From an optimization exercise on the open Yosys and OpenROAD flow, aimed at small area; shortcuts taken in it are not production practice. At most, simulation tests tie the RTL to the original design; equivalence was not proved. Power figures rest on the tool's default switching activity, not on a simulated workload.

==> inputs of run a <==
==> flow/design.v (excerpt) <==
module retire_unit
(
    input  logic                                clk,
    input  logic                                rst_n,
    input  logic [DISPATCH_WIDTH*COMMIT_W-1:0]      commit_if,
    output logic [DISPATCH_WIDTH-1:0]           free_valid,
    output logic [DISPATCH_WIDTH*PHYS_REGS_ADDR_WIDTH-1:0]     free_phys,
    input  logic                                free_ready,
    output logic                                redirect_valid,
    output logic [31:0]                         redirect_pc,
    output logic [ARCH_REGS*PHYS_REGS_ADDR_WIDTH-1:0]          rrat,
    output logic [63:0]                         instret,
    output logic                                free_q_overflow
);
==> module retire_unit, before the edit <==
module retire_unit
(
    input  logic                                clk,
    input  logic                                rst_n,
    input  logic [DISPATCH_WIDTH*COMMIT_W-1:0]      commit_if,
    output logic [DISPATCH_WIDTH-1:0]           free_valid,
    output logic [DISPATCH_WIDTH*PHYS_REGS_ADDR_WIDTH-1:0]     free_phys,
    input  logic                                free_ready,
    output logic                                redirect_valid,
    output logic [31:0]                         redirect_pc,
    output logic [ARCH_REGS*PHYS_REGS_ADDR_WIDTH-1:0]          rrat,
    output logic [63:0]                         instret,
    output logic                                free_q_overflow
);
    localparam int W = PHYS_REGS_ADDR_WIDTH;
    logic [DISPATCH_WIDTH-1:0][W-1:0]   free_phys_q;
    logic [ARCH_REGS-1:1][W-1:0]  rrat_q;
    retire_unit_pkg::rob_commit_t                c0;
    retire_unit_pkg::rob_commit_t                c1;
    logic                       mispredict0;
    logic                       mispredict1;
    logic                       retire0;
    logic                       retire1;
    logic                       wr0;
    logic                       wr1;
    logic [1:0]                 push_valid;
    logic [1:0][W-1:0]          push_data;
    logic [ARCH_REGS-1:1]       dec0, dec1;
    logic [W-1:0]               rd0, rd1;
    logic                       unused_instr;
    logic [31:0]                sel_pc;
    logic                       sel_taken;
    logic [12:0]                sel_off;
    logic [31:0]                target;
    assign free_phys    = free_phys_q;
    assign c0           = commit_if[COMMIT_W-1:0];
    assign c1           = commit_if[2*COMMIT_W-1:COMMIT_W];
    assign unused_instr = ^{c0.instr, c1.instr};
    always_comb begin
        rrat[W-1:0] = '0;
        for (int a = 1; a < ARCH_REGS; a++) rrat[a*W +: W] = rrat_q[a];
    end
    assign sel_pc    = mispredict0 ? c0.pc : c1.pc;
    assign sel_taken = mispredict0 ? c0.branch_taken : c1.branch_taken;
    assign sel_off   = mispredict0 ? c0.br_offset : c1.br_offset;
    assign target    = sel_pc + (sel_taken ? {{19{sel_off[12]}}, sel_off} : 32'd4);
    always_comb begin
        mispredict0 = c0.en & c0.is_branch_instr & ~c0.branch_correct;
        retire0     = c0.en;
        retire1     = c1.en & ~mispredict0;
        mispredict1 = retire1 & c1.is_branch_instr & ~c1.branch_correct;
        wr0         = retire0 && (c0.arch_rd != 5'd0);
        wr1         = retire1 && (c1.arch_rd != 5'd0);
        push_valid  = {c1.en && (c1.arch_rd != 5'd0), wr0};
        for (int a = 1; a < ARCH_REGS; a++) begin
            dec0[a] = (c0.arch_rd == 5'(a));
            dec1[a] = (c1.arch_rd == 5'(a));
        end
        rd0 = '0;
        rd1 = '0;
        for (int a = 1; a < ARCH_REGS; a++) begin
            rd0 = rd0 | ({W{dec0[a]}} & rrat_q[a]);
            rd1 = rd1 | ({W{dec1[a]}} & rrat_q[a]);
        end
        push_data[0] = rd0;
        if (!retire1)
            push_data[1] = c1.phys_rd;
        else if (wr0 && (c0.arch_rd == c1.arch_rd))
            push_data[1] = c0.phys_rd;
        else
            push_data[1] = rd1;
    end
    always_ff @(posedge clk or negedge rst_n) begin
        if (!rst_n) begin
            redirect_valid <= 1'b0;
            for (int a = 1; a < ARCH_REGS; a++) rrat_q[a] <= W'(a);
        end else begin
            redirect_valid <= mispredict0 | mispredict1;
            for (int a = 1; a < ARCH_REGS; a++) begin
                if (wr1 && dec1[a])      rrat_q[a] <= c1.phys_rd;
                else if (wr0 && dec0[a]) rrat_q[a] <= c0.phys_rd;
            end
        end
    end
    always_ff @(posedge clk) redirect_pc <= target;
    logic [63:0] instret_q;
    logic [64:0] inc_c;
    always_comb begin
        inc_c[0] = 1'b0;
        inc_c[1] = instret_q[0] & (retire0 ^ retire1);
        inc_c[2] = instret_q[1] & ((retire0 & retire1) | inc_c[1]);
        for (int i = 2; i < 64; i++) inc_c[i+1] = instret_q[i] & inc_c[i];
    end
    always_ff @(posedge clk or negedge rst_n) begin
        if (!rst_n) instret_q <= '0;
        else begin
            instret_q[0] <= instret_q[0] ^ (retire0 ^ retire1);
            instret_q[1] <= instret_q[1] ^ ((retire0 & retire1) | inc_c[1]);
            for (int i = 2; i < 64; i++) instret_q[i] <= instret_q[i] ^ inc_c[i];
        end
    end
    assign instret = instret_q;
    free_reg_queue u_free_q (
        .clk        (clk),
        .rst_n      (rst_n),
        .push_valid (push_valid),
        .push_data  (push_data),
        .pop_ready  (free_ready),
        .out_valid  (free_valid),
        .out_data   (free_phys_q),
        .overflow   (free_q_overflow)
    );
endmodule
==> flow/config.mk <==
export PLATFORM = sky130hd
export DESIGN_NAME = retire_unit
export DESIGN_NICKNAME = retire_unit
export VERILOG_FILES = /design/flow/design.v
export SDC_FILE = /design/flow/constraint.sdc
export NUM_CORES = 4
export LEC_CHECK = 0
export CAP_MARGIN = 20
export CORE_MARGIN = 2
export CORE_UTILIZATION = 40
export SLEW_MARGIN = 20
==> flow/constraint.sdc <==
create_clock -name core_clock -period 6.0 [get_ports {clk}]
set_input_delay 1.2000 -clock core_clock [delete_from_list [all_inputs] [get_ports {clk}]]
set_output_delay 1.2000 -clock core_clock [all_outputs]
set_load 0.01 [all_outputs]
run.sh (not shown) runs the stock make flow with config.mk's settings and CLKGATE_MAP_FILE= SYNTH_SCRIPT=/design/flow/synth_recipe.tcl, a recipe that flattens the netlist after the stock synthesis.
==> run b (differences from run a) <==
--- a/flow/design.v
+++ b/flow/design.v
@@ -133,9 +133,10 @@
     logic [ARCH_REGS-1:1]       dec0, dec1;
     logic [W-1:0]               rd0, rd1;
+    logic [ARCH_REGS-1:1]       s0, s1, hold;
+    logic [ARCH_REGS-1:1][W-1:0] rrat_d;
     logic                       unused_instr;
     logic [31:0]                sel_pc;
     logic                       sel_taken;
     logic [12:0]                sel_off;
-    logic [31:0]                target;
     assign free_phys    = free_phys_q;
     assign c0           = commit_if[COMMIT_W-1:0];
@@ -146,8 +147,41 @@
         for (int a = 1; a < ARCH_REGS; a++) rrat[a*W +: W] = rrat_q[a];
     end
+    logic [12:0]  addend;
+    logic [13:0]  lo_c;
+    logic [12:0]  lo_sum;
+    logic         sel_sign;
+    logic [12:0]  rpc_lo_q;
+    logic [18:0]  rpc_hi_q;
+    logic         rpc_inc_q, rpc_dec_q;
+    logic [19:0]  hi_p1, hi_p0;
     assign sel_pc    = mispredict0 ? c0.pc : c1.pc;
     assign sel_taken = mispredict0 ? c0.branch_taken : c1.branch_taken;
     assign sel_off   = mispredict0 ? c0.br_offset : c1.br_offset;
-    assign target    = sel_pc + (sel_taken ? {{19{sel_off[12]}}, sel_off} : 32'd4);
+    assign addend    = sel_taken ? sel_off : 13'd4;
+    assign sel_sign  = sel_taken & sel_off[12];
+    always_comb begin
+        lo_c[0] = 1'b0;
+        for (int i = 0; i < 13; i++) begin
+            lo_sum[i]  = sel_pc[i] ^ addend[i] ^ lo_c[i];
+            lo_c[i+1]  = (sel_pc[i] & addend[i]) | (lo_c[i] & (sel_pc[i] ^ addend[i]));
+        end
+    end
+    always_ff @(posedge clk) begin
+        rpc_lo_q  <= lo_sum;
+        rpc_hi_q  <= sel_pc[31:13];
+        rpc_inc_q <= lo_c[13] & ~sel_sign;
+        rpc_dec_q <= ~lo_c[13] & sel_sign;
+    end
+    always_comb begin
+        hi_p1[0] = 1'b1;
+        hi_p0[0] = 1'b1;
+        for (int i = 0; i < 19; i++) begin
+            hi_p1[i+1] = hi_p1[i] & rpc_hi_q[i];
+            hi_p0[i+1] = hi_p0[i] & ~rpc_hi_q[i];
+        end
+        redirect_pc[12:0] = rpc_lo_q;
+        for (int i = 0; i < 19; i++)
+            redirect_pc[13+i] = rpc_hi_q[i] ^ ((rpc_inc_q & hi_p1[i]) | (rpc_dec_q & hi_p0[i]));
+    end
     always_comb begin
         mispredict0 = c0.en & c0.is_branch_instr & ~c0.branch_correct;
@@ -168,4 +202,11 @@
             rd1 = rd1 | ({W{dec1[a]}} & rrat_q[a]);
         end
+        for (int a = 1; a < ARCH_REGS; a++) begin
+            s1[a]     = wr1 & dec1[a];
+            s0[a]     = wr0 & dec0[a] & ~s1[a];
+            hold[a]   = ~(s0[a] | s1[a]);
+            rrat_d[a] = ({W{hold[a]}} & rrat_q[a]) | ({W{s0[a]}} & c0.phys_rd)
+                      | ({W{s1[a]}} & c1.phys_rd);
+        end
         push_data[0] = rd0;
         if (!retire1)
@@ -182,26 +223,24 @@
         end else begin
             redirect_valid <= mispredict0 | mispredict1;
-            for (int a = 1; a < ARCH_REGS; a++) begin
-                if (wr1 && dec1[a])      rrat_q[a] <= c1.phys_rd;
-                else if (wr0 && dec0[a]) rrat_q[a] <= c0.phys_rd;
-            end
-        end
-    end
-    always_ff @(posedge clk) redirect_pc <= target;
+            for (int a = 1; a < ARCH_REGS; a++) rrat_q[a] <= rrat_d[a];
+        end
+    end
     logic [63:0] instret_q;
-    logic [64:0] inc_c;
-    always_comb begin
-        inc_c[0] = 1'b0;
-        inc_c[1] = instret_q[0] & (retire0 ^ retire1);
-        inc_c[2] = instret_q[1] & ((retire0 & retire1) | inc_c[1]);
-        for (int i = 2; i < 64; i++) inc_c[i+1] = instret_q[i] & inc_c[i];
+    logic [63:0] inc_c;
+    logic        inc_any;
+    always_comb begin
+        inc_c[0] = retire0 ^ retire1;
+        inc_c[1] = (retire0 & retire1) | (instret_q[0] & inc_c[0]);
+        inc_any  = (retire0 | retire1) & (instret_q[0] | (retire0 & retire1));
+        for (int i = 2; i < 64; i++) begin
+            if (i == 16)      inc_c[i] = inc_any & (&instret_q[15:1]);
+            else if (i == 32) inc_c[i] = inc_any & (&instret_q[31:1]);
+            else if (i == 48) inc_c[i] = inc_any & (&instret_q[47:1]);
+            else              inc_c[i] = instret_q[i-1] & inc_c[i-1];
+        end
     end
     always_ff @(posedge clk or negedge rst_n) begin
         if (!rst_n) instret_q <= '0;
-        else begin
-            instret_q[0] <= instret_q[0] ^ (retire0 ^ retire1);
-            instret_q[1] <= instret_q[1] ^ ((retire0 & retire1) | inc_c[1]);
-            for (int i = 2; i < 64; i++) instret_q[i] <= instret_q[i] ^ inc_c[i];
-        end
+        else        instret_q <= instret_q ^ inc_c;
     end
     assign instret = instret_q;
==> qor summary <==
item                                                                                     run b                  run a
Number of standard cells after synthesis                                                  3026                   2974
Least setup slack across all paths after layout                                       0.122 ns               -5.38 ns
Register area share after synthesis                                                      0.568                  0.570
Sequential power                                                                       7.35 mW                7.47 mW
Worst-case clock skew                                                                0.0561 ns              0.0382 ns
Adder-cell share of the synthesized area                                                0.0369                 0.0429
Library cell contributing the largest single delay on the critical path  sky130_fd_sc_hd__fa_1  sky130_fd_sc_hd__fa_2
Initial core utilization                                                                 0.403                  0.402
Share of cell area taken by multi-input logic gates                                      0.327                  0.337
R2r endpoint                                                             u_free_q.mem_o[22][3]          instret_q[63]
FF-to-FF Start                                                               u_free_q.count[3]           instret_q[0]
Part of the cycle the worst path needs                                                   0.980                   1.90
Count of non-CTS inverters in the layout                                                    30                     32
Global routing met1 resource utilization                                                 0.443                  0.458
Crit-path max cell delay                                                               0.40 ns                0.37 ns
Leakage power figure                                                                   17.2 nW                17.4 nW
Worst hold-check slack                                                                0.472 ns               0.461 ns
Internal power                                                                         11.7 mW                11.6 mW
Status                                                        no timing/DRC/antenna violations        failed layout checks
Layout check failures                                                                        -   negative setup slack
Detail-routed via count per cell                                                          6.20                   6.22
Fraction of synthesized cell area in xor and xnor cells                                 0.0132                 0.0133
Fraction of final layout cells sized beyond drive strength 1                             0.119                  0.144
Avg WL per Cell                                                                        31.7 µm                32.3 µm
Async set-or-reset flop fraction in the synthesized netlist                              0.393                  0.394
Setup slack at placement                                                             -0.958 ns               -6.65 ns
Function not checked in run b: the RTL went through the layout flow alone.

## separate check: timing with driven ports
Ports are ideal in the flow. The routed layouts listed here were re-timed in OpenROAD.
Step 1: set_driving_cell puts a clkbuf_16 on clk and a buf_2 on each other input, an assumption about the parent block.
Step 2 times the ports against the registers' clock, not the clock port: input delays grow and output delays shrink by t, the midpoint of the rising clock arrivals with the driver on.
a / b / c = ideal ports / drivers / drivers and shift; a / b = the first two.
run	shift t [ns]	setup WS [ns]	worst slew at a driven data input, ns
run a	0.702	-5.380 / -5.364 / -6.065	0.11
run b	0.704	0.122 / 0.148 / -0.547	0.13
Met with ideal ports but missed after step 2: setup timing in run b. The setup slack of run a, which loses most, moves by +0.016 ns with the drivers and by -0.685 ns with both steps.
